Background: an optimization exercise with open tools, aiming at small area. Do not read the settings as production practice. The RTL was checked by simulation tests, not by an equivalence proof against the original design. No driver is modelled on the clock port, so clocking that relies on it looks cheaper here than on a real chip. No activity file was given, so power comes from the tool's default toggle rates.

==> flow/design.v <==
package piano_pkg;
    localparam int NUM_VOICES = 3;
    localparam int SAMPLE_W   = 8;
    localparam logic [127:0] ENV_GAIN_TABLE = {
        8'h03, 8'h0D, 8'h1A, 8'h2E, 8'h3F, 8'h51, 8'h53, 8'h69,
        8'h6B, 8'h7A, 8'h7C, 8'h80, 8'h3D, 8'h35, 8'h34, 8'h1C
    };
    localparam logic [10:0] STEP_LAST = 11'h017;
endpackage
module spi_frame_rx (
    input  logic        clk,
    input  logic        rst,
    input  logic        sck,
    input  logic        sdi,
    output logic [23:0] notes,        
    output logic [1:0]  note_count,
    output logic [1:0]  note_count_next,
    output logic [2:0]  strike        
);
    logic [1:0]  sck_sync;
    logic        sdi_sync;
    logic        sck_rise;
    logic [25:0] sh;
    logic [25:0] sh_n;       
    logic        locked;
    logic [4:0]  cnt;        
    logic        frame_end;    
    logic        frame_done;
    logic        match;
    assign sck_rise = sck_sync[0] & ~sck_sync[1];
    assign sh       = ~sh_n;
    assign match    = (cnt >= 5'd5) && (sh[25:15] == '0) && (sh[14:0] == '1) && sdi_sync;
    assign note_count_next = frame_done ? sh[25:24] : note_count;
    always_ff @(posedge clk)
    begin
        sck_sync[0] <= sck & ~rst;
        sck_sync[1] <= sck_sync[0];
        sdi_sync    <= sdi;
    end
    always_ff @(posedge clk)
    begin
        if (rst)
        begin
            sh_n       <= '0;
            locked     <= 1'b0;
            cnt        <= '0;
            frame_end  <= 1'b0;
            frame_done <= 1'b0;
        end
        else
        begin
            frame_done <= frame_end;
            frame_end  <= 1'b0;
            if (sck_rise)
            begin
                sh_n <= ~{sh[24:0], sdi_sync};
                if (!locked)
                begin
                    locked <= match;
                    if (match || sh[25])
                        cnt <= '0;
                    else if (cnt != 5'd5)
                        cnt <= cnt + 1'b1;
                end
                else
                begin
                    cnt        <= cnt + 1'b1;
                    frame_end <= (cnt == 5'd31);
                end
            end
        end
    end
    always_ff @(posedge clk)
    begin
        for (int i = 0; i < 3; i++)
            strike[i] <= frame_done && (sh[8*i +: 8] != notes[8*i +: 8]);
        if (rst)
        begin
            notes      <= '0;
            note_count <= '0;
        end
        else
        begin
            if (frame_done)
            begin
                notes      <= sh[23:0];
                note_count <= sh[25:24];
            end
        end
    end
endmodule
module envelope_gen (
    input  logic       clk,
    input  logic       rst,
    input  logic [7:0] note,
    input  logic       strike,
    output logic [4:0] step,
    output logic       active,
    output logic       active_next,
    output logic       done
);
    logic [10:0] cnt;
    logic        nz;
    logic [4:0]  step_next;
    logic        step_end;
    assign nz       = |note;
    assign step_next = (~nz | strike) ? 5'd0 : (step_end & ~step[4]) ? step + 1'b1 : step;
    assign step_end = (cnt == piano_pkg::STEP_LAST);
    assign done     = step[4];
    assign active_next = ~rst & nz & (strike | (active & ~(step_end & (step[3:0] == 4'hF))));
    always_ff @(posedge clk)
    begin
        active <= active_next;
        if (~nz | strike | step_end)    
            cnt <= '0;
        else
            cnt <= {cnt[9:0], ~(cnt[10] ^ cnt[8])};
        step <= step_next & {~rst, 4'b1111};
    end
endmodule
module voice_mixer (
    input  logic        clk,
    input  logic        rst,
    input  logic        capture,       
    input  logic        clear,         
    input  logic        run,           
    input  logic        divide,        
    input  logic        half,          
    input  logic        third,         
    input  logic [4:0]  k,             
    input  logic [23:0] notes,
    input  logic [14:0] steps,         
    input  logic [2:0]  active,        
    input  logic [1:0]  note_count,    
    output logic [7:0]  mix
);
    logic [25:0] nq;       
    logic [4:0]  sq [3];   
    logic [1:0]  nact;
    logic [9:0]  acc;
    logic [2:0]  in_use;
    logic [4:0]  s;
    logic [2:0]  j;
    logic [7:0]  gain;
    logic [8:0]  term;
    logic        add_div;
    function automatic logic [9:0] add10(input logic [9:0] a, input logic [9:0] b);
        logic c;
        c = 1'b0;
        for (int i = 0; i < 10; i++)
        begin
            add10[i] = a[i] ^ b[i] ^ c;
            c = (a[i] & b[i]) | (a[i] & c) | (b[i] & c);
        end
    endfunction
    assign in_use[0] = note_count != 2'd0;
    assign in_use[1] = note_count[1];
    assign in_use[2] = note_count == 2'd3;
    always_ff @(posedge clk)
    begin
        if (capture)
            nq <= {notes, 2'b00};
        else if (divide)
            nq <= {16'h0000, acc};
        else
            nq <= {1'b0, nq[25:1]};
        for (int v = 0; v < 3; v++)
            if (capture)
                sq[v] <= {~in_use[v] | steps[5*v+4], steps[5*v +: 4]};
        if (rst)
            nact <= '0;
        else if (capture)
            nact <= (in_use[0] & active[0]) + (in_use[1] & active[1]) + (in_use[2] & active[2]);
        if (clear || (divide && nact != 2'd1))
            acc <= '0;
        else
            acc <= add10(acc, {1'b0, term});
    end
    assign j       = k[2:0];
    assign add_div = (half && nact == 2'd2) || (third && nact == 2'd3);
    always_comb
    begin
        case (k[4:3])
            2'd0:    s = sq[0];
            2'd1:    s = sq[1];
            default: s = sq[2];
        endcase
        gain = s[4] ? 8'h00 : piano_pkg::ENV_GAIN_TABLE[8*s[3:0] +: 8];
        for (int i = 0; i < 8; i++)
            term[i] = nq[i] && (add_div || (run && gain[3'd7 - j] && (i < 8 - j)));
        term[8] = nq[8] && add_div;
    end
    assign mix = acc[7:0] | {8{acc[9] | acc[8]}};
endmodule
module dac_serializer (
    input  logic       clk,
    input  logic       rst,
    input  logic [7:0] mix,
    output logic       capture,
    output logic       clear,
    output logic       run,
    output logic       divide,
    output logic       half,
    output logic       third,
    output logic [4:0] k,
    output logic       data,
    output logic       dclk,
    output logic       load,
    output logic       ldac
);
    logic [3:0] b;      
    logic [5:0] p;      
    logic       b_last;
    logic       late;   
    assign b_last = b[3] & b[2] & b[1];
    always_ff @(posedge clk)
    begin
        if (rst)
            b <= 4'd14;
        else if (b_last)
            b <= 4'd0;
        else if (p == 6'd39)
            b <= b + 1'b1;
    end
    always_ff @(posedge clk)
    begin
        if (b_last || p == 6'd39)
            p <= '0;
        else
            p <= p + 1'b1;
    end
    assign capture = ~rst & (b == 4'd13) & (p == 6'd38);
    assign clear   = b_last;
    assign run     = (b == 4'd0) && (p < 6'd24);
    assign k       = p[4:0];
    assign divide  = (b == 4'd0) && (p == 6'd24);
    assign half    = (b == 4'd0) && (p == 6'd26);
    assign third   = (b == 4'd0) && (p == 6'd27 || p == 6'd29 || p == 6'd31 || p == 6'd33);
    assign late = p >= 6'd7;
    assign dclk = (p < 6'd20) & ~(b[3] & b[2]);
    assign load = ~(b == 4'd12);
    assign ldac = ~(b == 4'd13);
    always_comb
    begin
        case (b)
            4'd4:    data = late & mix[7];
            4'd5:    data = late ? mix[6] : mix[7];
            4'd6:    data = late ? mix[5] : mix[6];
            4'd7:    data = late ? mix[4] : mix[5];
            4'd8:    data = late ? mix[3] : mix[4];
            4'd9:    data = late ? mix[2] : mix[3];
            4'd10:   data = late ? mix[1] : mix[2];
            4'd11:   data = late ? mix[0] : mix[1];
            default: data = 1'b0;
        endcase
    end
endmodule
module piano_top (
    input  logic       clk,
    input  logic       rst,
    input  logic       sck,
    input  logic       sdi,
    output logic       dclk,
    output logic       data,
    output logic       load,
    output logic       ldac,
    output logic [2:0] voice_active,
    output logic [2:0] voice_done
);
    logic [23:0] notes;
    logic [1:0]  note_count;
    logic [1:0]  note_count_next;
    logic [2:0]  strike;
    logic [14:0] steps;
    logic [2:0]  active_next;
    logic [7:0]  mix;
    logic        capture;
    logic        clear;
    logic        run;
    logic        divide;
    logic        half;
    logic        third;
    logic [4:0]  k;
    spi_frame_rx spi_frame_rx_inst (
        .clk             (clk),
        .rst             (rst),
        .sck             (sck),
        .sdi             (sdi),
        .notes           (notes),
        .note_count      (note_count),
        .note_count_next (note_count_next),
        .strike          (strike)
    );
    for (genvar v = 0; v < 3; v++)
    begin : g_voice
        envelope_gen envelope_gen_inst (
            .clk         (clk),
            .rst         (rst),
            .note        (notes[8*v +: 8]),
            .strike      (strike[v]),
            .step        (steps[5*v +: 5]),
            .active      (voice_active[v]),
            .active_next (active_next[v]),
            .done        (voice_done[v])
        );
    end
    voice_mixer voice_mixer_inst (
        .clk        (clk),
        .rst        (rst),
        .capture    (capture),
        .clear      (clear),
        .run        (run),
        .divide     (divide),
        .half       (half),
        .third      (third),
        .k          (k),
        .notes      (notes),
        .steps      (steps),
        .active     (active_next),
        .note_count (note_count_next),
        .mix        (mix)
    );
    dac_serializer dac_serializer_inst (
        .clk     (clk),
        .rst     (rst),
        .mix     (mix),
        .capture (capture),
        .clear   (clear),
        .run     (run),
        .divide  (divide),
        .half    (half),
        .third   (third),
        .k       (k),
        .data    (data),
        .dclk    (dclk),
        .load    (load),
        .ldac    (ldac)
    );
endmodule
==> flow/flow/run.sh <==
#!/bin/bash
# Own layout flow: the standard flow (standard.sh), run in parts, with
# - the standard synthesis, whose combinational logic is then re-mapped for
#   area (flow/reopt.sh); the registers stay as the standard synthesis made
#   them,
# - ABC's buffers removed at floorplan, then every combinational cell put at
#   its smallest drive strength (flow/downsize.tcl); repair_design and
#   repair_timing size up again where needed,
# - the smallest buffer on each port,
# - a clock tree of small buffers without dummy loads, where a leaf buffer
#   whose flip-flops would see a clock slew near the limit is swapped for a
#   larger one (flow/fixclk.tcl).
# Each tool's output goes to a log file here.
set -e
export CTS_ARGS="-sink_clustering_enable -repair_clock_nets -buf_list sky130_fd_sc_hd__clkbuf_4 -dont_use_dummy_load"
export REMOVE_ABC_BUFFERS=1
export BUFFER_PORTS_ARGS="-buffer_cell sky130_fd_sc_hd__buf_1"
RES=$(pwd)/orfs/results/sky130hd/piano_top/base
bash standard.sh synth > standard_synth.log 2>&1
cp $RES/1_2_yosys.v standard_synth_netlist.v
bash flow/reopt.sh standard_synth_netlist.v $RES/1_2_yosys.v > reopt.log 2>&1
bash standard.sh floorplan > standard_floorplan.log 2>&1
RES_DIR=$RES openroad -no_init -exit flow/downsize.tcl > downsize.log 2>&1
bash standard.sh cts > standard_cts.log 2>&1
RES_DIR=$RES openroad -no_init -exit flow/fixclk.tcl > fixclk.log 2>&1
bash standard.sh > standard.log 2>&1
==> flow/flow/downsize.tcl <==
# Puts every combinational cell of the floorplanned netlist at its smallest
# drive strength; placement's repair_design sizes up again where slew,
# capacitance or fanout need it, and timing repair where timing needs it.
set plat $::env(FLOW_HOME)/platforms/sky130hd
set res $::env(RES_DIR)
read_db $res/2_floorplan.odb
read_liberty $plat/lib/sky130_fd_sc_hd__tt_025C_1v80.lib
read_sdc $res/2_floorplan.sdc
set n 0
set saved 0.0
foreach inst [get_cells *] {
  set ref [get_property $inst ref_name]
  if {![regexp {^(sky130_fd_sc_hd__[a-z0-9]+)_([0-9]+)$} $ref -> base drv]} { continue }
  if {[regexp {df|dl|sdf|edf|tap|fill|decap|conb|clkbuf|clkinv|clkdly} $base]} { continue }
  set best $ref
  set cur [get_lib_cells */$ref]
  set best_area [get_property $cur area]
  foreach cand [get_lib_cells */${base}_*] {
    set cname [get_property $cand name]
    if {![regexp "^${base}_\[0-9\]+\$" $cname]} { continue }
    if {[regexp {lpflow|probe} $cname]} { continue }
    set a [get_property $cand area]
    if {$a < $best_area} { set best $cname; set best_area $a }
  }
  if {$best ne $ref} {
    set saved [expr {$saved + [get_property $cur area] - $best_area}]
    replace_cell $inst $best
    incr n
  }
}
puts "downsized $n cells, [format %.1f $saved] um2"
write_db $res/2_floorplan.odb
==> flow/flow/fixclk.tcl <==
set plat $::env(FLOW_HOME)/platforms/sky130hd
set res $::env(RES_DIR)
read_db $res/4_cts.odb
read_liberty $plat/lib/sky130_fd_sc_hd__tt_025C_1v80.lib
read_sdc $res/4_cts.sdc
source $plat/setRC.tcl
set_propagated_clock [all_clocks]
estimate_parasitics -placement
set limit 0.110
set bigger [dict create sky130_fd_sc_hd__clkbuf_2 sky130_fd_sc_hd__clkbuf_4 sky130_fd_sc_hd__clkbuf_4 sky130_fd_sc_hd__clkbuf_8 sky130_fd_sc_hd__clkbuf_8 sky130_fd_sc_hd__clkbuf_16]
set n 0
foreach inst [get_cells *] {
  set ref [get_property $inst ref_name]
  if {![dict exists $bigger $ref]} { continue }
  set out [get_pins -of_objects $inst -filter "direction==output"]
  set net [get_nets -of_objects $out]
  set worst 0
  set ffs 0
  foreach p [get_pins -of_objects $net -filter "direction==input"] {
    if {[get_name $p] ne "CLK"} { continue }
    incr ffs
    foreach e {rise fall} {
      set s [get_property $p slew_max_$e]
      if {$s > $worst} { set worst $s }
    }
  }
  if {$ffs > 0 && $worst > $limit} {
    puts "upsizing [get_name $inst] $ref ($ffs flip-flops, slew $worst)"
    replace_cell $inst [dict get $bigger $ref]
    incr n
  }
}
puts "upsized $n clock buffers"
detailed_placement
check_placement -verbose
write_db $res/4_cts.odb
==> flow/flow/reopt.sh <==
#!/bin/bash
# Re-maps the combinational logic of the standard synthesis netlist for area:
# the flip-flops (and tie cells) stay as they are, with their names and cell
# types; every other cell is read back as its function, and ABC restructures
# (&deepsyn) and maps (amap) that logic again. Ports driven straight by a
# register get a buffer, as the standard synthesis gives them.
# usage: reopt.sh in.v out.v
LIB=$FLOW_HOME/platforms/sky130hd/lib/sky130_fd_sc_hd__tt_025C_1v80.lib
cat > reopt.ys <<EOT
read_liberty -ignore_miss_func $LIB
read_verilog $1
hierarchy -top $FLOW_TOP
setattr -mod -set keep_hierarchy 1 sky130_fd_sc_hd__df* sky130_fd_sc_hd__edf* sky130_fd_sc_hd__conb_*
flatten
opt -purge
abc -liberty $LIB -dont_use *lpflow* -dont_use *probe* -script +strash;&get,-n;&deepsyn,-T,20;&put;dch,-f;amap;topo
opt_clean -purge
splitnets
opt_clean -purge
hilomap -singleton -hicell sky130_fd_sc_hd__conb_1 HI -locell sky130_fd_sc_hd__conb_1 LO
insbuf -buf sky130_fd_sc_hd__buf_1 A X
blackbox sky130_fd_sc_hd__*
stat
write_verilog -noattr -noexpr -nohex -nodec $2
EOT
yosys -l reopt_yosys.log reopt.ys > /dev/null
==> flow/standard.sh <==
#!/bin/bash
# synth_recipe.tcl (not shown) runs the flow's synth.tcl, then flattens the netlist and writes it again
# the make line also repeats each setting of config.mk as NAME=value (left out here)
make -C /OpenROAD-flow-scripts/flow DESIGN_CONFIG=/design/flow/config.mk WORK_HOME=/design/flow/orfs CLKGATE_MAP_FILE= SYNTH_SCRIPT=/design/flow/synth_recipe.tcl "${@:-finish}"
==> flow/config.mk <==
export PLATFORM = sky130hd
export DESIGN_NAME = piano_top
export DESIGN_NICKNAME = piano_top
export VERILOG_FILES = /design/flow/design.v
export SDC_FILE = /design/flow/constraint.sdc
export NUM_CORES = 4
export LEC_CHECK = 0
export CAP_MARGIN = 20
export CORE_MARGIN = 2
export CORE_UTILIZATION = 70
export PLACE_DENSITY = 0.85
export SLEW_MARGIN = 20
==> flow/constraint.sdc <==
create_clock -name core_clock -period 10.0 [get_ports {clk}]
set_input_delay 2.0000 -clock core_clock [delete_from_list [all_inputs] [get_ports {clk}]]
set_output_delay 2.0000 -clock core_clock [all_outputs]
set_load 0.01 [all_outputs]
==> key figures, run 1 <==
Cells and area
  • Post-route cell area: 7226 um2
  • Share of cells above drive strength 1: 2.703%
  • Filler cell count: 728
  • Most common cell after layout, fill and taps aside: dfxtp_1
  • Layout area overhead: 5.866%
  • Fin nets: 820
  • Multi-input gate area: 2597 um2
  • N_diodes: 0
  • Register area: 3754 um2
  • Most frequent cells in the layout: 165 x dfxtp_1, 122 x clkinv_1, 109 x nor2_1, 88 x o22ai_1, 42 x nand2_1

Global routing
  • Number of global-route vias before repair: 5491
  • Remaining global-route overflow: 0
  • Global-route wire length before repair: 24930 um
  • Initial antenna violation count: 0
  • GRT Util Overall: 30.20%
  • Pin count of the biggest net entering global routing: 38

Drt
  • ANT nets after route: 0
  • DRC: 0
  • Vias: 5794
  • Vias per cell: 6.118
  • Initial drt markers: 385
  • Final wirelength: 15040 um
  • First-pass DRT Iterations: 5
  • DR WL/cell: 15.88 um

Worst setup path
  • WS Path Type: flop to flop
  • CP Capture Type: flop
  • Slowest CP cell: a2111oi_0
  • CP Launch Type: flop
  • Crit path required time: 10450 ps
  • Crit-path max FO: 8
  • Peak per-stage delay on the critical path: 800 ps
  • Crit path DAT: 6330 ps
  • Cell repeated most along the worst path: nor2_1

Placement
  • Placed inst area: 7054 um2
  • I/O Buffers: 13
  • Detail Placement HPWL: 10890 um
  • GPL Wtd Cong: 0.9577

STA
  • RSZ-0062 raised after global routing: no
  • Setup-failing EPs final: 0
  • Crit share post-route: 58.83%
  • Actual slew at the worst max-slew pin: 948.1 ps
  • Clock skew: 39.86 ps
  • Slew Viols, Final: 0
  • Total negative slack: 0 ps
  • Slew headroom: 36.64%
  • Achievable Freq: 170.0 MHz
  • Final Hold Vio Count: 0
  • Final min period: 5883 ps

Yosys
  • Yosys warning total: 5
  • Netlist Area Pre-Place: 6825 um2
  • Cell count after synthesis: 786
  • Avg Inst Size Synth: 8.684 um2

Floorplanning
  • Core ar.: 9639 um2
  • I/O Pins: 14
  • Row Count: 36
  • Starting density of the core: 70.81%
  • Die Span X: 102.7 um
  • Die area: 10560 um2
  • Die Ht: 102.7 um

Min path
  • Hold Path Class: flop to flop

CTS
  • Clock tree from TritonCTS: built
  • Postcts setup bufs: 0
  • H-tree Lvls: 4
  • Clock latency on the worst-skew pair: 570 ps
  • Hold buffers post-CTS: 0
  • Clock buffer depth: 2
  • Clock slew at reported path FFs: 100 ps
  • Clock Root Buffer: clkbuf_4
  • Post-cts sizing count: 0
  • Clock sinks: 180
  • Inserted Clock Buffers: 17

Power and ir drop
  • Psw: 306.7 uW
  • Cell-internal power: 877.8 uW
  • Clk pwr share: 26.5%
  • Power share of the combinational group: 9.8%
  • Pwr/cell area: 163.9 nW/um2
  • Sw frac: 25.89%
  • Worst VDD drop: 0.0001305 V
  • Pleak: 0.002377 uW
  • Sequential group share of total power: 63.7%

Status
  • Status: no timing/DRC/antenna violations

Job
  • Max_cap viols: 0
-- power by group through the flow --
stage          Clock, uW  Combinational [uW]  Sequential (uW)
2_1_floorplan          0                83.5              765
3_3_place_gp           0                 109              770
3_5_place_dp           0                 113              770
4_1_cts              284                 113              754
5_1_grt              349                 128              757
6_report             314                 116              754
-- sequential cells by signal (all words and copies together) (netlist names), 4 cells and up --
| name | flops |
|---|---|
| spi_frame_rx_inst.sh_n | 26 |
| voice_mixer_inst.nq | 26 |
| spi_frame_rx_inst.notes | 24 |
| g_voice.envelope_gen_inst.cnt | 33 |
| voice_mixer_inst.acc | 10 |
| g_voice.envelope_gen_inst.step | 15 |
| voice_mixer_inst.sq | 15 |
| dac_serializer_inst.b | 4 |
| spi_frame_rx_inst.cnt | 5 |
| dac_serializer_inst.p | 6 |
-- area by class of cell --
cell class	instances	share of cell area (%)
clock buffers	17	2.372
repair buffers	17	1.091
inverters	122	6.338
flip-flops and latches	180	51.95
well taps	133	2.303
multi-input cells	478	35.95
-- layer usage --
layer	vias to the layer above	GRT usage, %	wire length (um)
met4	0	12.45	375
met2	180	51.18	7332
met1	2695	36.91	6574
met5	-	0	0
met3	37	7.661	760
li1	2882	-	-
-- metrics by stage --
step	hold WS, ps	power [uW]	std cells	utilization [%]	setup slack (ps)
after global placement	332.1	879.3	930	73.18	4874
after CTS	361.0	1151	947	74.51	4390
after floorplan	323.5	848.7	780	-	5320
after detailed placement	335.2	882.7	930	73.18	4460
after global routing	374.6	1233	947	74.96	3592
final	354.5	1185	947	74.96	4117
-- critical path: cells and delay by family (launching register included) --
family	cells	cell delay (ps)
buffers and inverters	1	180
AO/OA/AOI/OAI	16	3760
flip-flops	1	490
AND/OR/NAND/NOR	11	1370
-- worst paths after layout --
check        depth (start not counted)                            end  slack [ps]                          start
max                                 28        voice_mixer_inst.acc[9]        4120       dac_serializer_inst.p[3]
min                                  0  spi_frame_rx_inst.sck_sync[1]         350  spi_frame_rx_inst.sck_sync[0]
max reg2reg                         28        voice_mixer_inst.acc[9]        4120       dac_serializer_inst.p[3]
min reg2reg                          0  spi_frame_rx_inst.sck_sync[1]         350  spi_frame_rx_inst.sck_sync[0]
==> inputs of run 2 (changes only) <==
--- a/flow/config.mk
+++ b/flow/config.mk
@@ -8,5 +8,5 @@
 export CAP_MARGIN = 20
 export CORE_MARGIN = 2
-export CORE_UTILIZATION = 70
-export PLACE_DENSITY = 0.85
+export CORE_UTILIZATION = 80
+export PLACE_DENSITY = 0.92
 export SLEW_MARGIN = 20
==> key figures, run 2 <==
Status
  • Status: no timing/DRC/antenna violations

Power and ir drop
  • Clk pwr share: 26.8%
  • Psw: 292.4 uW
  • Sw frac: 25.08%
  • Power share of the combinational group: 8.6%
  • Cell-internal power: 873.4 uW
  • Sequential group share of total power: 64.6%
  • Worst VDD drop: 0.0001759 V
  • Pleak: 0.002428 uW
  • Pwr/cell area: 161.4 nW/um2

STA
  • Final Hold Vio Count: 0
  • Clock skew: 36.55 ps
  • Final min period: 6072 ps
  • Achievable Freq: 164.7 MHz
  • RSZ-0062 raised after global routing: no
  • Slew headroom: 38.39%
  • Actual slew at the worst max-slew pin: 924.2 ps
  • Setup-failing EPs final: 0
  • Final setup margin: 3928 ps
  • Total negative slack: 0 ps
  • Crit share post-route: 60.72%
  • Slew Viols, Final: 0

CTS
  • Clock sinks: 180
  • Clock Root Buffer: clkbuf_4
  • Inserted Clock Buffers: 17
  • H-tree Lvls: 4
  • Clock buffer depth: 2
  • Clock slew at reported path FFs: 110 ps
  • Postcts setup bufs: 0
  • Hold buffers post-CTS: 0
  • Clock latency on the worst-skew pair: 540 ps
  • Post-cts sizing count: 0
  • Clock tree from TritonCTS: built

Yosys
  • Yosys warning total: 5
  • Netlist Area Pre-Place: 6830 um2
  • Avg Inst Size Synth: 8.624 um2
  • Cell count after synthesis: 792

Worst setup path
  • Cell repeated most along the worst path: nor2_1
  • Crit path required time: 10460 ps
  • CP Launch Type: flop
  • Crit path DAT: 6540 ps
  • CP Capture Type: flop
  • WS Path Type: flop to flop
  • Peak per-stage delay on the critical path: 850 ps
  • Crit-path max FO: 9
  • Slowest CP cell: a222oi_1

Floorplanning
  • Die Ht: 96.40 um
  • I/O Pins: 14
  • Die Span X: 96.40 um
  • Row Count: 33
  • Starting density of the core: 82.71%
  • Die area: 9293 um2
  • Core ar.: 8258 um2

Drt
  • DR WL/cell: 17.39 um
  • ANT nets after route: 0
  • First-pass DRT Iterations: 5
  • Initial drt markers: 583
  • Vias: 6015
  • Vias per cell: 6.475
  • Final wirelength: 16160 um
  • DRC: 0

Global routing
  • Initial antenna violation count: 0
  • Number of global-route vias before repair: 5538
  • Remaining global-route overflow: 0
  • Pin count of the biggest net entering global routing: 29
  • GRT Util Overall: 35.84%
  • Global-route wire length before repair: 25640 um

Cells and area
  • Most frequent cells in the layout: 165 x dfxtp_1, 126 x clkinv_1, 125 x nor2_1, 77 x o22ai_1, 53 x nand2_1
  • Post-route cell area: 7224 um2
  • Top flop regs: g_voice.envelope_gen_inst.cnt (33), spi_frame_rx_inst.sh_n (26), voice_mixer_inst.nq (26)
  • Fin util: 87.48%
  • Largest Register: g_voice.envelope_gen_inst.cnt
  • N_diodes: 0
  • Layout area overhead: 5.770%
  • Share of cells above drive strength 1: 3.155%
  • Most common cell after layout, fill and taps aside: dfxtp_1
  • Max reg flops: 33
  • Fin nets: 830

Placement
  • I/O Buffers: 13
  • Detail Placement HPWL: 11180 um
  • Placed inst area: 7053 um2
  • Setup WS pre-CTS: 4070 ps
  • GPL Wtd Cong: 0.9816

Min path
  • Hold Path Class: flop to flop

Job
  • Max_cap viols: 0
run 2: layer usage:
layer	vias to the layer above	part of all wire [%]	track usage (%)
li1	2853	-	-
met1	2771	40	44.06
met2	329	49	61.05
met3	62	8.1	7.758
met4	0	3.3	15.49
met5	-	0	0
run 2: per-stage QoR:
| stage | std cells | total power (uW) | hold WS [ps] |
|---|---|---|---|
| 2_1_floorplan | 786 | 835.9 | 323.5 |
| 3_3_place_gp | 912 | 861.8 | 332.5 |
| 3_5_place_dp | 912 | 865.2 | 333.6 |
| 4_1_cts | 929 | 1125 | 362.9 |
| 5_1_grt | 929 | 1202 | 368.9 |
| 6_report | 929 | 1166 | 359.3 |
run 2: cell type report:
type / count / area, um2
Timing Repair Buffer: 21 / 108.9
Multi-Input combinational cell: 480 / 2586
Sequential cell: 180 / 3754
Fill cell: 430 / 1033
Tap cell: 105 / 131.4
Inverter: 126 / 473.0
Clock buffer: 17 / 171.4
run 2: worst max-delay path, delay by kind of cell (launching register included):
family | cells | cell delay [ps]
simple gates | 17 | 2190
compound gates | 12 | 2990
flops | 1 | 490
buf+inv | 1 | 350
run 2: power by group through the flow:
stage / sequential [uW] / combinational (uW) / clock [uW]
floorplan: 764 / 72.2 / 0
global placement: 768 / 93.7 / 0
detailed placement: 768 / 97.0 / 0
CTS: 752 / 97.3 / 276
global route: 754 / 112 / 335
finish: 753 / 101 / 312
run 2: worst paths after layout:
path                                 startpoint                             to  slack (ps)  cells after the start
hold / removal    spi_frame_rx_inst.sck_sync[0]  spi_frame_rx_inst.sck_sync[1]         360                      0
setup reg to reg       dac_serializer_inst.p[4]        voice_mixer_inst.acc[9]        3930                     30
setup / recovery       dac_serializer_inst.p[4]        voice_mixer_inst.acc[9]        3930                     30
hold reg to reg   spi_frame_rx_inst.sck_sync[0]  spi_frame_rx_inst.sck_sync[1]         360                      0
==> inputs of run 3 (changes only) <==
--- a/flow/design.v
+++ b/flow/design.v
@@ -133,5 +133,6 @@
     input  logic [2:0]  active,        
     input  logic [1:0]  note_count,    
-    output logic [7:0]  mix
+    input  logic        shift,         
+    output logic        mix_bit        
 );
     logic [25:0] nq;       
@@ -174,4 +175,6 @@
         if (clear || (divide && nact != 2'd1))
             acc <= '0;
+        else if (shift)
+            acc[7:0] <= {acc[6:0], 1'b0};
         else
             acc <= add10(acc, {1'b0, term});
@@ -191,11 +194,12 @@
         term[8] = nq[8] && add_div;
     end
-    assign mix = acc[7:0] | {8{acc[9] | acc[8]}};
+    assign mix_bit = acc[7] | acc[9] | acc[8];
 endmodule
 module dac_serializer (
     input  logic       clk,
     input  logic       rst,
-    input  logic [7:0] mix,
+    input  logic       mix_bit,
     output logic       capture,
+    output logic       shift,
     output logic       clear,
     output logic       run,
@@ -241,18 +245,6 @@
     assign load = ~(b == 4'd12);
     assign ldac = ~(b == 4'd13);
-    always_comb
-    begin
-        case (b)
-            4'd4:    data = late & mix[7];
-            4'd5:    data = late ? mix[6] : mix[7];
-            4'd6:    data = late ? mix[5] : mix[6];
-            4'd7:    data = late ? mix[4] : mix[5];
-            4'd8:    data = late ? mix[3] : mix[4];
-            4'd9:    data = late ? mix[2] : mix[3];
-            4'd10:   data = late ? mix[1] : mix[2];
-            4'd11:   data = late ? mix[0] : mix[1];
-            default: data = 1'b0;
-        endcase
-    end
+    assign shift = (p == 6'd6) && (b >= 4'd5) && (b <= 4'd11);
+    assign data  = mix_bit && (((b == 4'd4) && late) || ((b >= 4'd5) && (b <= 4'd11)));
 endmodule
 module piano_top (
@@ -274,5 +266,6 @@
     logic [14:0] steps;
     logic [2:0]  active_next;
-    logic [7:0]  mix;
+    logic        mix_bit;
+    logic        shift;
     logic        capture;
     logic        clear;
@@ -319,11 +312,13 @@
         .active     (active_next),
         .note_count (note_count_next),
-        .mix        (mix)
+        .shift      (shift),
+        .mix_bit    (mix_bit)
     );
     dac_serializer dac_serializer_inst (
         .clk     (clk),
         .rst     (rst),
-        .mix     (mix),
+        .mix_bit (mix_bit),
         .capture (capture),
+        .shift   (shift),
         .clear   (clear),
         .run     (run),
==> flow/flow/reopt.sh (replaced) <==
#!/bin/bash
# Re-maps the combinational logic of the standard synthesis netlist for area:
# the flip-flops (and tie cells) stay as they are, with their names and cell
# types; every other cell is read back as its function, and ABC restructures
# (&deepsyn) and maps (amap) that logic again. Three runs with different
# &deepsyn seeds go in parallel and the smallest result is kept. Ports driven
# straight by a register get a buffer, as the standard synthesis gives them.
# usage: reopt.sh in.v out.v
set -e
LIB=$FLOW_HOME/platforms/sky130hd/lib/sky130_fd_sc_hd__tt_025C_1v80.lib
for s in 0 1 2; do
cat > reopt_$s.ys <<EOT
read_liberty -ignore_miss_func $LIB
read_verilog $1
hierarchy -top $FLOW_TOP
setattr -mod -set keep_hierarchy 1 sky130_fd_sc_hd__df* sky130_fd_sc_hd__edf* sky130_fd_sc_hd__conb_*
flatten
opt -purge
abc -liberty $LIB -dont_use *lpflow* -dont_use *probe* -script +strash;&get,-n;&deepsyn,-T,20,-S,$s;&put;dch,-f;amap;topo
opt_clean -purge
splitnets
opt_clean -purge
hilomap -singleton -hicell sky130_fd_sc_hd__conb_1 HI -locell sky130_fd_sc_hd__conb_1 LO
insbuf -buf sky130_fd_sc_hd__buf_1 A X
blackbox sky130_fd_sc_hd__*
tee -o reopt_$s.stat stat -liberty $LIB
write_verilog -noattr -noexpr -nohex -nodec reopt_$s.v
EOT
yosys -l reopt_yosys_$s.log reopt_$s.ys > /dev/null &
done
wait
best=$(for s in 0 1 2; do
  a=$(grep "Chip area for module" reopt_$s.stat | tail -1 | awk '{print $NF}')
  [ -n "$a" ] && echo "$a $s"
done | sort -g | head -1 | awk '{print $2}')
echo "areas:"; grep -H "Chip area for module" reopt_*.stat
echo "kept run $best"
cp reopt_$best.v $2
--- a/flow/config.mk
+++ b/flow/config.mk
@@ -8,5 +8,5 @@
 export CAP_MARGIN = 20
 export CORE_MARGIN = 2
-export CORE_UTILIZATION = 80
-export PLACE_DENSITY = 0.92
+export CORE_UTILIZATION = 70
+export PLACE_DENSITY = 0.85
 export SLEW_MARGIN = 20
==> key figures, run 3 <==
Power and ir drop
  • Cell-internal power: 881.7 uW
  • Sw frac: 26.50%
  • Power share of the combinational group: 11.5%
  • Sequential group share of total power: 62.6%
  • Pleak: 0.002365 uW
  • Pwr/cell area: 167.6 nW/um2
  • Clk pwr share: 25.9%
  • Design Power: 1200 uW
  • Worst VDD drop: 0.0001608 V
  • Psw: 317.9 uW

Cells and area
  • Layout Cells excl Fill: 942
  • Top flop regs: g_voice.envelope_gen_inst.cnt (33), spi_frame_rx_inst.sh_n (26), voice_mixer_inst.nq (26)
  • Fin util: 76.75%
  • Post-route cell area: 7159 um2
  • Largest Register: g_voice.envelope_gen_inst.cnt
  • Register area: 3754 um2
  • Multi-input gate area: 2525 um2
  • Layout area overhead: 5.553%
  • Share of cells above drive strength 1: 2.460%
  • N_diodes: 0
  • Max reg flops: 33
  • Most frequent cells in the layout: 165 x dfxtp_1, 129 x clkinv_1, 98 x nor2_1, 76 x o22ai_1, 57 x nand2_1
  • Filler cell count: 676
  • Fin nets: 819
  • Most common cell after layout, fill and taps aside: dfxtp_1

Worst setup path
  • Top delay family on crit path: compound AO/OA/AOI/OAI gates
  • Peak per-stage delay on the critical path: 380 ps
  • Buf/Inv on CP: 3
  • Crit path DAT: 6570 ps
  • WS Path Type: flop to flop
  • CP Launch Type: flop
  • Crit path required time: 10460 ps
  • Crit-path max FO: 8
  • CP Capture Type: flop
  • Slowest CP cell: o21ai_0

Placement
  • I/O Buffers: 13
  • Dpl cells: 925
  • Placed inst area: 6988 um2
  • Detail Placement HPWL: 10930 um
  • GPL Wtd Cong: 0.9230

CTS
  • Clock slew at reported path FFs: 80 ps
  • H-tree Lvls: 4
  • Post-cts sizing count: 0
  • Clock buffer depth: 2
  • Clock Root Buffer: clkbuf_4
  • Postcts setup bufs: 0
  • Clock latency on the worst-skew pair: 570 ps
  • Clock tree from TritonCTS: built
  • Clock sinks: 180
  • Hold buffers post-CTS: 0
  • Inserted Clock Buffers: 17

STA
  • Clock skew: 43.91 ps
  • Actual slew at the worst max-slew pin: 921.0 ps
  • Total negative slack: 0 ps
  • Crit share post-route: 61.14%
  • Setup-failing EPs final: 0
  • Final min period: 6114 ps
  • RSZ-0062 raised after global routing: no
  • Slew Viols, Final: 0
  • Slew headroom: 38.45%
  • Final Hold Vio Count: 0
  • Achievable Freq: 163.6 MHz

Drt
  • First-pass DRT Iterations: 5
  • Initial drt markers: 451
  • Vias: 5825
  • Vias per cell: 6.184
  • DR WL/cell: 15.74 um
  • DRC: 0
  • Final wirelength: 14820 um
  • ANT nets after route: 0

Status
  • Status: no timing/DRC/antenna violations

Yosys
  • Cell count after synthesis: 787
  • Avg Inst Size Synth: 8.618 um2
  • Netlist Area Pre-Place: 6783 um2
  • Yosys warning total: 5

Floorplanning
  • I/O Pins: 14
  • Core ar.: 9328 um2
  • Die area: 10490 um2
  • Die Ht: 102.4 um
  • Starting density of the core: 72.72%
  • Row Count: 35
  • Die Span X: 102.4 um

Global routing
  • Number of global-route vias before repair: 5376
  • GRT Util Overall: 29.91%
  • Pin count of the biggest net entering global routing: 28
  • Initial antenna violation count: 0
  • Remaining global-route overflow: 0
  • Global-route wire length before repair: 24440 um

Job
  • Max_cap viols: 0

Min path
  • Hold Path Class: flop to flop
-- run 3: final cells by class --
| cell class | count | area share [%] |
|---|---|---|
| repair buffers | 15 | 0.8913 |
| flip-flops and latches | 180 | 52.43 |
| multi-input cells | 472 | 35.27 |
| clock buffers | 17 | 2.394 |
| well taps | 129 | 2.254 |
| inverters | 129 | 6.763 |
-- run 3: power groups by stage --
stage	registers, uW	clock network (uW)	logic, uW
floorplan	762	0	99.3
global placement	765	0	123
detailed placement	766	0	132
CTS	750	279	132
global route	752	344	150
finish	750	311	138
-- run 3: metal layers --
layer  vias up  share of wire [%]  track usage, %
li1       2820                  -               -
met1      2738                 44           39.98
met2       234                 46           46.86
met3        33                7.0           7.182
met4         0                2.4           12.62
met5         -                  0               0
-- run 3: final timing paths --
check                                 from                             to  slack [ps]  depth (start not counted)
min          spi_frame_rx_inst.sck_sync[0]  spi_frame_rx_inst.sck_sync[1]         360                          0
max reg2reg       dac_serializer_inst.p[4]        voice_mixer_inst.acc[9]        3890                         33
max               dac_serializer_inst.p[4]        voice_mixer_inst.acc[9]        3890                         33
min reg2reg  spi_frame_rx_inst.sck_sync[0]  spi_frame_rx_inst.sck_sync[1]         360                          0
-- run 3: metrics by stage --
step,setup slack (ps),hold WS (ps)
after floorplan,5041,323.5
after global placement,4240,329.7
after detailed placement,4092,337.4
after CTS,4050,360.6
after global routing,3369,366.9
final,3886,355.3
==> inputs of run 4 (changes only) <==
--- a/flow/design.v
+++ b/flow/design.v
@@ -123,5 +123,4 @@
     input  logic        rst,
     input  logic        capture,       
-    input  logic        clear,         
     input  logic        run,           
     input  logic        divide,        
@@ -136,5 +135,5 @@
     output logic        mix_bit        
 );
-    logic [25:0] nq;       
+    logic [23:0] nq;       
     logic [4:0]  sq [3];   
     logic [1:0]  nact;
@@ -161,9 +160,9 @@
     begin
         if (capture)
-            nq <= {notes, 2'b00};
+            nq <= notes;
         else if (divide)
-            nq <= {16'h0000, acc};
+            nq <= {14'h0000, acc};
         else
-            nq <= {1'b0, nq[25:1]};
+            nq <= {1'b0, nq[23:1]};
         for (int v = 0; v < 3; v++)
             if (capture)
@@ -173,5 +172,5 @@
         else if (capture)
             nact <= (in_use[0] & active[0]) + (in_use[1] & active[1]) + (in_use[2] & active[2]);
-        if (clear || (divide && nact != 2'd1))
+        if (capture || (divide && nact != 2'd1))
             acc <= '0;
         else if (shift)
@@ -202,5 +201,4 @@
     output logic       capture,
     output logic       shift,
-    output logic       clear,
     output logic       run,
     output logic       divide,
@@ -216,4 +214,5 @@
     logic [5:0] p;      
     logic       b_last;
+    logic       early;  
     logic       late;   
     assign b_last = b[3] & b[2] & b[1];
@@ -221,19 +220,22 @@
     begin
         if (rst)
-            b <= 4'd14;
+        begin
+            b <= 4'd0;
+            p <= 6'd1;
+        end
         else if (b_last)
+        begin
             b <= 4'd0;
+            p <= 6'd0;
+        end
         else if (p == 6'd39)
+        begin
             b <= b + 1'b1;
-    end
-    always_ff @(posedge clk)
-    begin
-        if (b_last || p == 6'd39)
-            p <= '0;
+            p <= 6'd0;
+        end
         else
             p <= p + 1'b1;
     end
-    assign capture = ~rst & (b == 4'd13) & (p == 6'd38);
-    assign clear   = b_last;
+    assign capture = ~rst & b_last;
     assign run     = (b == 4'd0) && (p < 6'd24);
     assign k       = p[4:0];
@@ -241,10 +243,13 @@
     assign half    = (b == 4'd0) && (p == 6'd26);
     assign third   = (b == 4'd0) && (p == 6'd27 || p == 6'd29 || p == 6'd31 || p == 6'd33);
-    assign late = p >= 6'd7;
-    assign dclk = (p < 6'd20) & ~(b[3] & b[2]);
-    assign load = ~(b == 4'd12);
-    assign ldac = ~(b == 4'd13);
-    assign shift = (p == 6'd6) && (b >= 4'd5) && (b <= 4'd11);
-    assign data  = mix_bit && (((b == 4'd4) && late) || ((b >= 4'd5) && (b <= 4'd11)));
+    assign early = p < 6'd2;
+    assign late  = early | (p >= 6'd9);
+    assign dclk  = (b < 4'd12) & ~early & (p < 6'd22);
+    assign load  = ~(((b == 4'd12) & ~early) | ((b == 4'd13) & early));
+    assign ldac  = ~(((b == 4'd13) & ~early) | b_last | ((b == 4'd0) & (p == 6'd0)));
+    assign shift = (p == 6'd8) && (b >= 4'd5) && (b <= 4'd11);
+    assign data  = mix_bit && (((b == 4'd4) && late && ~early) ||
+                               ((b >= 4'd5) && (b <= 4'd11) && ~early) ||
+                               ((b >= 4'd5) && (b <= 4'd12) && early));
 endmodule
 module piano_top (
@@ -269,5 +274,4 @@
     logic        shift;
     logic        capture;
-    logic        clear;
     logic        run;
     logic        divide;
@@ -302,5 +306,4 @@
         .rst        (rst),
         .capture    (capture),
-        .clear      (clear),
         .run        (run),
         .divide     (divide),
@@ -321,5 +324,4 @@
         .capture (capture),
         .shift   (shift),
-        .clear   (clear),
         .run     (run),
         .divide  (divide),
--- a/flow/flow/reopt.sh
+++ b/flow/flow/reopt.sh
@@ -3,5 +3,5 @@
 # the flip-flops (and tie cells) stay as they are, with their names and cell
 # types; every other cell is read back as its function, and ABC restructures
-# (&deepsyn) and maps (amap) that logic again. Three runs with different
+# (&deepsyn) and maps (amap) that logic again. Five runs with different
 # &deepsyn seeds go in parallel and the smallest result is kept. Ports driven
 # straight by a register get a buffer, as the standard synthesis gives them.
@@ -9,5 +9,5 @@
 set -e
 LIB=$FLOW_HOME/platforms/sky130hd/lib/sky130_fd_sc_hd__tt_025C_1v80.lib
-for s in 0 1 2; do
+for s in 0 1 2 3 4; do
 cat > reopt_$s.ys <<EOT
 read_liberty -ignore_miss_func $LIB
@@ -30,5 +30,5 @@
 done
 wait
-best=$(for s in 0 1 2; do
+best=$(for s in 0 1 2 3 4; do
   a=$(grep "Chip area for module" reopt_$s.stat | tail -1 | awk '{print $NF}')
   [ -n "$a" ] && echo "$a $s"
==> key figures, run 4 <==
Min path
  • Hold Path Class: flop to flop
  • Hold Path End: spi_frame_rx_inst.sck_sync[1]
  • Min-delay src: spi_frame_rx_inst.sck_sync[0]
  • Cell count of the worst hold path: 0

Power and ir drop
  • Design Power: 1179 uW
  • Pleak: 0.002308 uW
  • Pwr/cell area: 164.6 nW/um2
  • Worst VDD drop: 0.0001898 V

Floorplanning
  • Row Count: 35
  • Die Span X: 102.3 um
  • I/O Pins: 14
  • Die Ht: 102.3 um
  • Starting density of the core: 72.49%
  • Die area: 10460 um2
  • Core ar.: 9328 um2

Cells and area
  • Max reg flops: 33
  • N_diodes: 0
  • Fin nets: 816
  • Most common cell after layout, fill and taps aside: dfxtp_1
  • Post-route cell area: 7163 um2
  • Most frequent cells in the layout: 163 x dfxtp_1, 127 x clkinv_1, 109 x nor2_1, 79 x o22ai_1, 40 x o21ai_0
  • Share of cells above drive strength 1: 2.840%
  • Layout area overhead: 5.940%
  • Top flop regs: g_voice.envelope_gen_inst.cnt (33), spi_frame_rx_inst.sh_n (26)
  • Largest Register: g_voice.envelope_gen_inst.cnt

Placement
  • Placed inst area: 6992 um2
  • I/O Buffers: 13
  • Detail Placement HPWL: 10710 um
  • GPL Wtd Cong: 0.9729
  • Setup WS pre-CTS: 4702 ps

STA
  • Clock skew: 38.28 ps
  • Total negative slack: 0 ps
  • RSZ-0062 raised after global routing: no
  • Setup-failing EPs final: 0
  • Slew headroom: 34.31%
  • Actual slew at the worst max-slew pin: 985.3 ps
  • Achievable Freq: 178.2 MHz
  • Final setup margin: 4388 ps
  • Slew Viols, Final: 0
  • Final min period: 5612 ps
  • Crit share post-route: 56.12%
  • Final Hold Vio Count: 0

Global routing
  • Remaining global-route overflow: 0
  • Pin count of the biggest net entering global routing: 28
  • Initial antenna violation count: 0
  • Number of global-route vias before repair: 5249
  • Global-route wire length before repair: 24160 um
  • GRT Util Overall: 29.24%

Worst setup path
  • WS Path Type: flop to flop
  • Slowest CP cell: nor4b_1
  • Top delay family on crit path: simple AND/OR/NAND/NOR gates
  • Worst r2r path cells: 27
  • CP Launch Type: flop
  • CP Capture Type: flop
  • Crit path required time: 10440 ps
  • Crit path DAT: 6050 ps
  • R2R Path End: voice_mixer_inst.acc[9]
  • FF-to-FF setup slack: 4390 ps
  • Reg2reg start: dac_serializer_inst.p[4]
  • Peak per-stage delay on the critical path: 650 ps
  • Crit-path max FO: 7
  • Buf/Inv on CP: 2
  • Cell repeated most along the worst path: nor2_1

CTS
  • Clock tree from TritonCTS: built
  • Clock buffer depth: 2
  • Hold buffers post-CTS: 0
  • Post-cts sizing count: 0
  • Clock slew at reported path FFs: 100 ps
  • Clock sinks: 178
  • Inserted Clock Buffers: 17
  • Postcts setup bufs: 0
  • Clock Root Buffer: clkbuf_4
  • Clock latency on the worst-skew pair: 550 ps
  • H-tree Lvls: 4

Job
  • Max_cap viols: 0

Drt
  • Vias: 5747
  • Vias per cell: 6.120
  • Final wirelength: 14600 um
  • DRC: 0
  • DR WL/cell: 15.55 um
  • First-pass DRT Iterations: 5
  • Initial drt markers: 372
  • ANT nets after route: 0

Yosys
  • Netlist Area Pre-Place: 6761 um2
  • Yosys warning total: 5
  • Cell count after synthesis: 781
  • Avg Inst Size Synth: 8.657 um2

Status
  • Status: no timing/DRC/antenna violations
-- run 4: final cells by class --
class | count | area [um2]
clock buffers | 17 | 171.4
fillers | 679 | 2165
inverters | 127 | 476.7
multi-input cells | 470 | 2554
flip-flops and latches | 178 | 3714
well taps | 129 | 161.4
repair buffers | 18 | 86.33
-- run 4: power by group --
group | switching, uW | internal [uW]
logic | 72.7 | 40.2
clock network | 200 | 107
registers | 17.6 | 741
total | 291 | 889
-- run 4: layer usage --
metal | up-vias | routed length [um] | part of all wire, % | GRT usage (%)
li1 | 2833 | - | - | -
met1 | 2665 | 6506 | 45 | 38.58
met2 | 220 | 6897 | 47 | 47.47
met3 | 29 | 830 | 5.7 | 7.182
met4 | 0 | 369 | 2.5 | 9.949
met5 | - | 0 | 0 | 0
-- run 4: worst max path at each step --
| stage | endpoint | cells past startpoint | start | slack (ps) |
|---|---|---|---|---|
| 2_1_floorplan | voice_mixer_inst.acc[7] | 8 | rst | 4670 |
| 3_3_place_gp | voice_mixer_inst.acc[9] | 30 | dac_serializer_inst.p[3] | 5180 |
| 3_5_place_dp | voice_mixer_inst.acc[9] | 27 | dac_serializer_inst.p[3] | 4700 |
| 4_1_cts | voice_mixer_inst.acc[9] | 27 | dac_serializer_inst.p[4] | 4620 |
| 5_1_grt | voice_mixer_inst.acc[9] | 31 | dac_serializer_inst.p[4] | 3930 |
| 6_report | voice_mixer_inst.acc[9] | 27 | dac_serializer_inst.p[4] | 4390 |
-- run 4: per-stage QoR --
| stage | hold slack (ps) | util (%) | instances |
|---|---|---|---|
| 6_report | 355.0 | 76.79 | 939 |
| 5_1_grt | 371.0 | 76.79 | 939 |
| 4_1_cts | 355.8 | 76.32 | 939 |
| 3_5_place_dp | 334.2 | 74.96 | 922 |
| 3_3_place_gp | 332.3 | 74.96 | 922 |
| 2_1_floorplan | 323.5 | - | 775 |

==> static timing again, ports no longer ideal <==
The flow's constraints put no driver on any port. The routed layouts listed below were extracted and timed again, unchanged, in two steps.
Step 1 sets driving cells, clkbuf_16 on the clock port and buf_2 on the other inputs (assumed; they add their load-dependent delay and slew).
Step 2 times the ports against the registers' clock, not the clock port: input delays grow and output delays shrink by t, the midpoint of the rising clock arrivals with the driver on.
Slacks: ideal / step 1 / step 2; pairs: ideal / step 1.
| run | t, ns | setup WS [ns] | clock arrival spread, ns | pins driven straight from the clock port |
|---|---|---|---|---|
| run 1 | 0.580 | 4.117 / 4.117 / 4.117 | 0.042 / 0.042 | 1 |
| run 2 | 0.559 | 3.928 / 3.928 / 3.928 | 0.037 / 0.036 | 1 |
| run 3 | 0.581 | 3.886 / 3.886 / 3.886 | 0.044 / 0.044 | 1 |
| run 4 | 0.563 | 4.388 / 4.388 / 4.388 | 0.039 / 0.038 | 1 |
After both steps setup and hold are still met in every run listed.
